This is an optimization exercise on Yosys and OpenROAD, whose aim is small area, a short achievable clock period and few clock cycles per item, not a production implementation.
At most, simulation tests tie the RTL to the original design; equivalence was not proved.
Power figures rest on the tool's default switching activity, not on a simulated workload.

==> maple <==
Design arp_receive_and_cache, start of the top module:
module arp_receive_and_cache #(
	parameter int ENTRIES = 32
) (
	input  logic                 clk,
	input  logic                 arst_n,
	input  logic                 cfg_we,
	input  logic [31:0]          cfg_wdata,
	input  logic                 item_valid,
	output logic                 item_ready,
	input  logic                 item_opcode,
	input  logic [15:0]          item_frame_length,
	input  logic [15:0]          item_ethertype,
	input  logic [15:0]          item_proto_type,
	input  logic [7:0]           item_hw_len,
	input  logic [7:0]           item_proto_len,
	input  logic [15:0]          item_arp_oper,
	input  logic [47:0]          item_sender_mac,
	input  logic [31:0]          item_sender_ip,
	input  logic [31:0]          item_tgt_ip,
	input  logic [31:0]          item_query_ip,
	output logic                 result_valid,
	input  logic                 result_ready,
	output logic                 result_consumed,
	output logic                 result_learned,
	output logic                 result_reply_needed,
	output logic [47:0]          result_reply_mac,
	output logic [31:0]          result_reply_ip,
	output logic                 result_hit,
	output logic [47:0]          result_found_mac
);
==> module arp_receive_and_cache, before the edit <==
module arp_receive_and_cache #(
	parameter int ENTRIES = 32
) (
	input  logic                 clk,
	input  logic                 arst_n,
	input  logic                 cfg_we,
	input  logic [31:0]          cfg_wdata,
	input  logic                 item_valid,
	output logic                 item_ready,
	input  logic                 item_opcode,
	input  logic [15:0]          item_frame_length,
	input  logic [15:0]          item_ethertype,
	input  logic [15:0]          item_proto_type,
	input  logic [7:0]           item_hw_len,
	input  logic [7:0]           item_proto_len,
	input  logic [15:0]          item_arp_oper,
	input  logic [47:0]          item_sender_mac,
	input  logic [31:0]          item_sender_ip,
	input  logic [31:0]          item_tgt_ip,
	input  logic [31:0]          item_query_ip,
	output logic                 result_valid,
	input  logic                 result_ready,
	output logic                 result_consumed,
	output logic                 result_learned,
	output logic                 result_reply_needed,
	output logic [47:0]          result_reply_mac,
	output logic [31:0]          result_reply_ip,
	output logic                 result_hit,
	output logic [47:0]          result_found_mac
);
	logic [31:0] our_ip_q;
	logic        ready_q;
	logic        accept;
	logic        r0_v;
	logic        r0_lookup;
	logic        r0_consumed;
	logic        r0_learn;
	logic        r0_reply;
	logic [31:0] r0_key;
	logic [47:0] r0_mac;
	logic        in_lookup;
	logic        in_consumed;
	logic        in_learn;
	logic        in_reply;
	assign item_ready = ready_q;
	assign accept     = item_valid && ready_q;
	assign in_lookup   = (item_opcode == arpc_pkg::OPC_LOOKUP);
	assign in_consumed = !in_lookup && (item_frame_length >= arpc_pkg::MIN_FRAME_LEN)
		&& (item_ethertype == arpc_pkg::ETYPE_ARP);
	assign in_learn    = in_consumed && (item_proto_type == arpc_pkg::PTYPE_IPV4)
		&& (item_hw_len == arpc_pkg::HW_ADDR_LEN) && (item_proto_len == arpc_pkg::PROTO_ADDR_LEN);
	assign in_reply    = in_learn && (item_arp_oper == arpc_pkg::OPER_REQUEST)
		&& (item_tgt_ip == our_ip_q);
	logic        h_v;
	logic        h_consumed;
	logic        h_learned;
	logic        h_reply;
	logic [47:0] h_reply_mac;
	logic [31:0] h_reply_ip;
	logic        h_hit;
	logic [47:0] h_found_mac;
	logic        s_v;
	logic        s_consumed;
	logic        s_learned;
	logic        s_reply;
	logic        s_hit;
	logic [47:0] s_mac;
	logic [31:0] s_ip;
	logic        pop;
	logic        proc;
	assign pop  = h_v && result_ready;
	assign proc = r0_v && !s_v;
	logic [ENTRIES-1:0]       match;
	logic [ENTRIES-1:0]       valid;
	logic [ENTRIES-1:0]       free;
	logic [ENTRIES-1:0]       wr_en;
	logic [ENTRIES-1:0][47:0] ent_mac;
	logic                     any;
	logic [47:0]              rd_mac;
	for (genvar k = 0; k < ENTRIES; k++) begin : g_ent
		arpc_cell u_cell (
			.clk    (clk),
			.arst_n (arst_n),
			.key    (r0_key),
			.match  (match[k]),
			.valid  (valid[k]),
			.mac    (ent_mac[k]),
			.wr_en  (wr_en[k]),
			.wr_ip  (r0_key),
			.wr_mac (r0_mac)
		);
	end
	always_comb begin
		free[0] = !valid[0] || valid[ENTRIES-1];
		for (int k = 1; k < ENTRIES; k++) begin
			free[k] = valid[k-1] && !valid[k];
		end
	end
	assign any = |match;
	always_comb begin
		for (int k = 0; k < ENTRIES; k++) begin
			wr_en[k] = proc && r0_learn && (match[k] || (!any && free[k]));
		end
	end
	always_comb begin
		rd_mac = '0;
		for (int k = 0; k < ENTRIES; k++) begin
			rd_mac = rd_mac | (ent_mac[k] & {48{match[k]}});
		end
	end
	logic        n_hit;
	logic [47:0] n_mac;
	assign n_hit = r0_lookup && any;
	assign n_mac = r0_lookup ? rd_mac : r0_mac;
	always_ff @(posedge clk or negedge arst_n) begin
		if (!arst_n) begin
			our_ip_q <= '0;
			ready_q  <= 1'b1;
			r0_v     <= 1'b0;
			h_v      <= 1'b0;
			s_v      <= 1'b0;
		end else begin
			if (cfg_we) begin
				our_ip_q <= cfg_wdata;
			end
			r0_v    <= accept || (r0_v && !proc);
			ready_q <= !(accept || (r0_v && !proc)) || !(s_v ? !pop : (proc && h_v && !pop));
			if (pop || !h_v) begin
				h_v <= s_v || proc;
			end
			s_v <= s_v ? !pop : (proc && h_v && !pop);
		end
	end
	always_ff @(posedge clk) begin
		if (ready_q) begin
			r0_lookup   <= in_lookup;
			r0_consumed <= in_consumed;
			r0_learn    <= in_learn;
			r0_reply    <= in_reply;
			r0_key      <= in_lookup ? item_query_ip : item_sender_ip;
			r0_mac      <= item_sender_mac;
		end
		if (pop || !h_v) begin
			if (s_v) begin
				h_consumed  <= s_consumed;
				h_learned   <= s_learned;
				h_reply     <= s_reply;
				h_reply_mac <= s_reply ? s_mac : 48'd0;
				h_reply_ip  <= s_ip;
				h_hit       <= s_hit;
				h_found_mac <= s_hit ? s_mac : 48'd0;
			end else begin
				h_consumed  <= r0_consumed;
				h_learned   <= r0_learn;
				h_reply     <= r0_reply;
				h_reply_mac <= r0_reply ? r0_mac : 48'd0;
				h_reply_ip  <= r0_reply ? r0_key : 32'd0;
				h_hit       <= n_hit;
				h_found_mac <= n_hit ? rd_mac : 48'd0;
			end
		end
		if (!s_v) begin
			s_consumed <= r0_consumed;
			s_learned  <= r0_learn;
			s_reply    <= r0_reply;
			s_hit      <= n_hit;
			s_mac      <= n_mac;
			s_ip       <= r0_reply ? r0_key : 32'd0;
		end
	end
	assign result_valid        = h_v;
	assign result_consumed     = h_consumed;
	assign result_learned      = h_learned;
	assign result_reply_needed = h_reply;
	assign result_reply_mac    = h_reply_mac;
	assign result_reply_ip     = h_reply_ip;
	assign result_hit          = h_hit;
	assign result_found_mac    = h_found_mac;
endmodule
clock: 6.0 ns
lec_check: 0
cap_margin: 20
core_margin: 2
core_utilization: 45
place_density: 0.6
slew_margin: 20
run.sh (not shown) runs the stock make flow with config.mk's settings and CLKGATE_MAP_FILE= SYNTH_SCRIPT=/design/flow/synth_recipe.tcl, a recipe that flattens the netlist after the stock synthesis.
==> inputs of raven, as changes to maple <==
--- a/flow/design.v
+++ b/flow/design.v
@@ -71,6 +71,13 @@
 );
 	logic [31:0] our_ip_q;
-	logic        ready_q;
 	logic        accept;
+	logic        ld_r0;
+	logic        ri_v;
+	logic        ri_lookup;
+	logic        ri_consumed;
+	logic        ri_learn;
+	logic        ri_reply;
+	logic [31:0] ri_key;
+	logic [47:0] ri_mac;
 	logic        r0_v;
 	logic        r0_lookup;
@@ -80,11 +87,16 @@
 	logic [31:0] r0_key;
 	logic [47:0] r0_mac;
+	logic [31:0] in_key;
+	logic [ENTRIES-1:0] r0_match;   
+	logic               ri_eqw;     
 	logic        in_lookup;
 	logic        in_consumed;
 	logic        in_learn;
 	logic        in_reply;
-	assign item_ready = ready_q;
-	assign accept     = item_valid && ready_q;
+	assign ld_r0      = !r0_v || proc;
+	assign item_ready = !ri_v || ld_r0;
+	assign accept     = item_valid && item_ready;
 	assign in_lookup   = (item_opcode == arpc_pkg::OPC_LOOKUP);
+	assign in_key      = in_lookup ? item_query_ip : item_sender_ip;
 	assign in_consumed = !in_lookup && (item_frame_length >= arpc_pkg::MIN_FRAME_LEN)
 		&& (item_ethertype == arpc_pkg::ETYPE_ARP);
@@ -101,16 +113,7 @@
 	logic        h_hit;
 	logic [47:0] h_found_mac;
-	logic        s_v;
-	logic        s_consumed;
-	logic        s_learned;
-	logic        s_reply;
-	logic        s_hit;
-	logic [47:0] s_mac;
-	logic [31:0] s_ip;
-	logic        pop;
 	logic        proc;
-	assign pop  = h_v && result_ready;
-	assign proc = r0_v && !s_v;
-	logic [ENTRIES-1:0]       match;
+	assign proc = r0_v && (!h_v || result_ready);
+	logic [ENTRIES-1:0]       cmp;
 	logic [ENTRIES-1:0]       valid;
 	logic [ENTRIES-1:0]       free;
@@ -123,6 +126,6 @@
 			.clk    (clk),
 			.arst_n (arst_n),
-			.key    (r0_key),
-			.match  (match[k]),
+			.key    (ri_key),
+			.match  (cmp[k]),
 			.valid  (valid[k]),
 			.mac    (ent_mac[k]),
@@ -138,8 +141,8 @@
 		end
 	end
-	assign any = |match;
+	assign any = |r0_match;
 	always_comb begin
 		for (int k = 0; k < ENTRIES; k++) begin
-			wr_en[k] = proc && r0_learn && (match[k] || (!any && free[k]));
+			wr_en[k] = proc && r0_learn && (r0_match[k] || (!any && free[k]));
 		end
 	end
@@ -147,65 +150,57 @@
 		rd_mac = '0;
 		for (int k = 0; k < ENTRIES; k++) begin
-			rd_mac = rd_mac | (ent_mac[k] & {48{match[k]}});
-		end
-	end
-	logic        n_hit;
-	logic [47:0] n_mac;
+			rd_mac = rd_mac | (ent_mac[k] & {48{r0_match[k]}});
+		end
+	end
+	assign ri_eqw = (ri_key == r0_key);
+	logic n_hit;
 	assign n_hit = r0_lookup && any;
-	assign n_mac = r0_lookup ? rd_mac : r0_mac;
 	always_ff @(posedge clk or negedge arst_n) begin
 		if (!arst_n) begin
 			our_ip_q <= '0;
-			ready_q  <= 1'b1;
+			ri_v     <= 1'b0;
 			r0_v     <= 1'b0;
 			h_v      <= 1'b0;
-			s_v      <= 1'b0;
 		end else begin
 			if (cfg_we) begin
 				our_ip_q <= cfg_wdata;
 			end
-			r0_v    <= accept || (r0_v && !proc);
-			ready_q <= !(accept || (r0_v && !proc)) || !(s_v ? !pop : (proc && h_v && !pop));
-			if (pop || !h_v) begin
-				h_v <= s_v || proc;
+			ri_v <= accept || (ri_v && !ld_r0);
+			r0_v <= (ri_v && ld_r0) || (r0_v && !proc);
+			if (proc) begin
+				h_v <= 1'b1;
+			end else if (result_ready) begin
+				h_v <= 1'b0;
 			end
-			s_v <= s_v ? !pop : (proc && h_v && !pop);
 		end
 	end
 	always_ff @(posedge clk) begin
-		if (ready_q) begin
-			r0_lookup   <= in_lookup;
-			r0_consumed <= in_consumed;
-			r0_learn    <= in_learn;
-			r0_reply    <= in_reply;
-			r0_key      <= in_lookup ? item_query_ip : item_sender_ip;
-			r0_mac      <= item_sender_mac;
-		end
-		if (pop || !h_v) begin
-			if (s_v) begin
-				h_consumed  <= s_consumed;
-				h_learned   <= s_learned;
-				h_reply     <= s_reply;
-				h_reply_mac <= s_reply ? s_mac : 48'd0;
-				h_reply_ip  <= s_ip;
-				h_hit       <= s_hit;
-				h_found_mac <= s_hit ? s_mac : 48'd0;
-			end else begin
-				h_consumed  <= r0_consumed;
-				h_learned   <= r0_learn;
-				h_reply     <= r0_reply;
-				h_reply_mac <= r0_reply ? r0_mac : 48'd0;
-				h_reply_ip  <= r0_reply ? r0_key : 32'd0;
-				h_hit       <= n_hit;
-				h_found_mac <= n_hit ? rd_mac : 48'd0;
+		if (item_ready) begin
+			ri_lookup   <= in_lookup;
+			ri_consumed <= in_consumed;
+			ri_learn    <= in_learn;
+			ri_reply    <= in_reply;
+			ri_key      <= in_key;
+			ri_mac      <= item_sender_mac;
+		end
+		if (ld_r0) begin
+			r0_lookup   <= ri_lookup;
+			r0_consumed <= ri_consumed;
+			r0_learn    <= ri_learn;
+			r0_reply    <= ri_reply;
+			r0_key      <= ri_key;
+			r0_mac      <= ri_mac;
+			for (int k = 0; k < ENTRIES; k++) begin
+				r0_match[k] <= wr_en[k] ? ri_eqw : cmp[k];
 			end
 		end
-		if (!s_v) begin
-			s_consumed <= r0_consumed;
-			s_learned  <= r0_learn;
-			s_reply    <= r0_reply;
-			s_hit      <= n_hit;
-			s_mac      <= n_mac;
-			s_ip       <= r0_reply ? r0_key : 32'd0;
+		if (proc) begin
+			h_consumed  <= r0_consumed;
+			h_learned   <= r0_learn;
+			h_reply     <= r0_reply;
+			h_reply_mac <= r0_reply ? r0_mac : 48'd0;
+			h_reply_ip  <= r0_reply ? r0_key : 32'd0;
+			h_hit       <= n_hit;
+			h_found_mac <= r0_lookup ? rd_mac : 48'd0;
 		end
 	end
CORE_UTILIZATION = 50   (was 45)
CTS_CLUSTER_DIAMETER = 100   (was default)
CTS_CLUSTER_SIZE = 24   (was default)
PLACE_DENSITY = 0.65   (was 0.6)
SETUP_SLACK_MARGIN = 3.3   (was default)
TNS_END_PERCENT = 5   (was default)
==> notes.md <==
	raven	maple
Combinational power share	13.4%	16.8%
Setup slack, reg-to-reg	2.84 ns	0.53 ns
Share of the synthesized area in compound gates (AO/OA/AOI/OAI)	6.58%	5.78%
Sw power	0.0111 W	0.0149 W
Register share of total power	59.6%	48.2%
End of the worst register-to-register path	g_ent[20].u_cell.ip_q[8]	g_ent[19].u_cell.mac_q[34]
Mapped Avg Cell Area	18.4 um2	16.5 um2
Total number of sequential cells	2,959	2,928
Total via count after detailed routing	67.1k	76.4k
Multiplexer fraction of the synthesized cell area	0.928%	1.09%
Largest incremental delay on the critical path	0.63 ns	1.08 ns
Run status	finished clean	finished clean
Routing usage on met3	7.80%	10.7%
Minimum clock period after layout	3.16 ns	5.47 ns
Share of synthesized cell area in and, or, nand and nor gates	3.72%	8.86%
Post-Synthesis Cell Area	112,000 um2	118,000 um2
Clock power frac	27.0%	35.0%
Inserted tap cell count	2,975	3,496
Number of filler cells placed in the layout	16.4k	20.9k
Share of synthesized area occupied by flip-flops and latches	78.9%	73.9%
Initial antenna violation count	17	24
Testbench counts of raven, summed over its fixed seeds: cycles 2,584, items 2,560.
Function not checked in maple: the RTL went through the layout flow alone.

[separate check: timing with driven ports]
The flow's constraints put no driver on any port. The routed layouts listed below were extracted and timed again, unchanged, in two steps. Step 1: set_driving_cell puts a clkbuf_16 on clk and a buf_2 on each other input, an assumption about the parent block. Step 2 also shifts input and output timing later by t, the mid clock arrival at the registers, as if the neighbouring blocks saw the same clock. a / b / c = ideal ports / drivers / drivers and shift; a / b = the first two.
run	shift t [ns]	setup WS [ns]	pins driven straight from the clock port
maple	1.044	0.527 / 0.527 / 0.527	1
raven	0.948	2.836 / 2.756 / 1.993	1
After both steps setup and hold are still met in every run listed. The setup slack of raven, which loses most, moves by -0.080 ns with the drivers and by -0.843 ns with both steps.
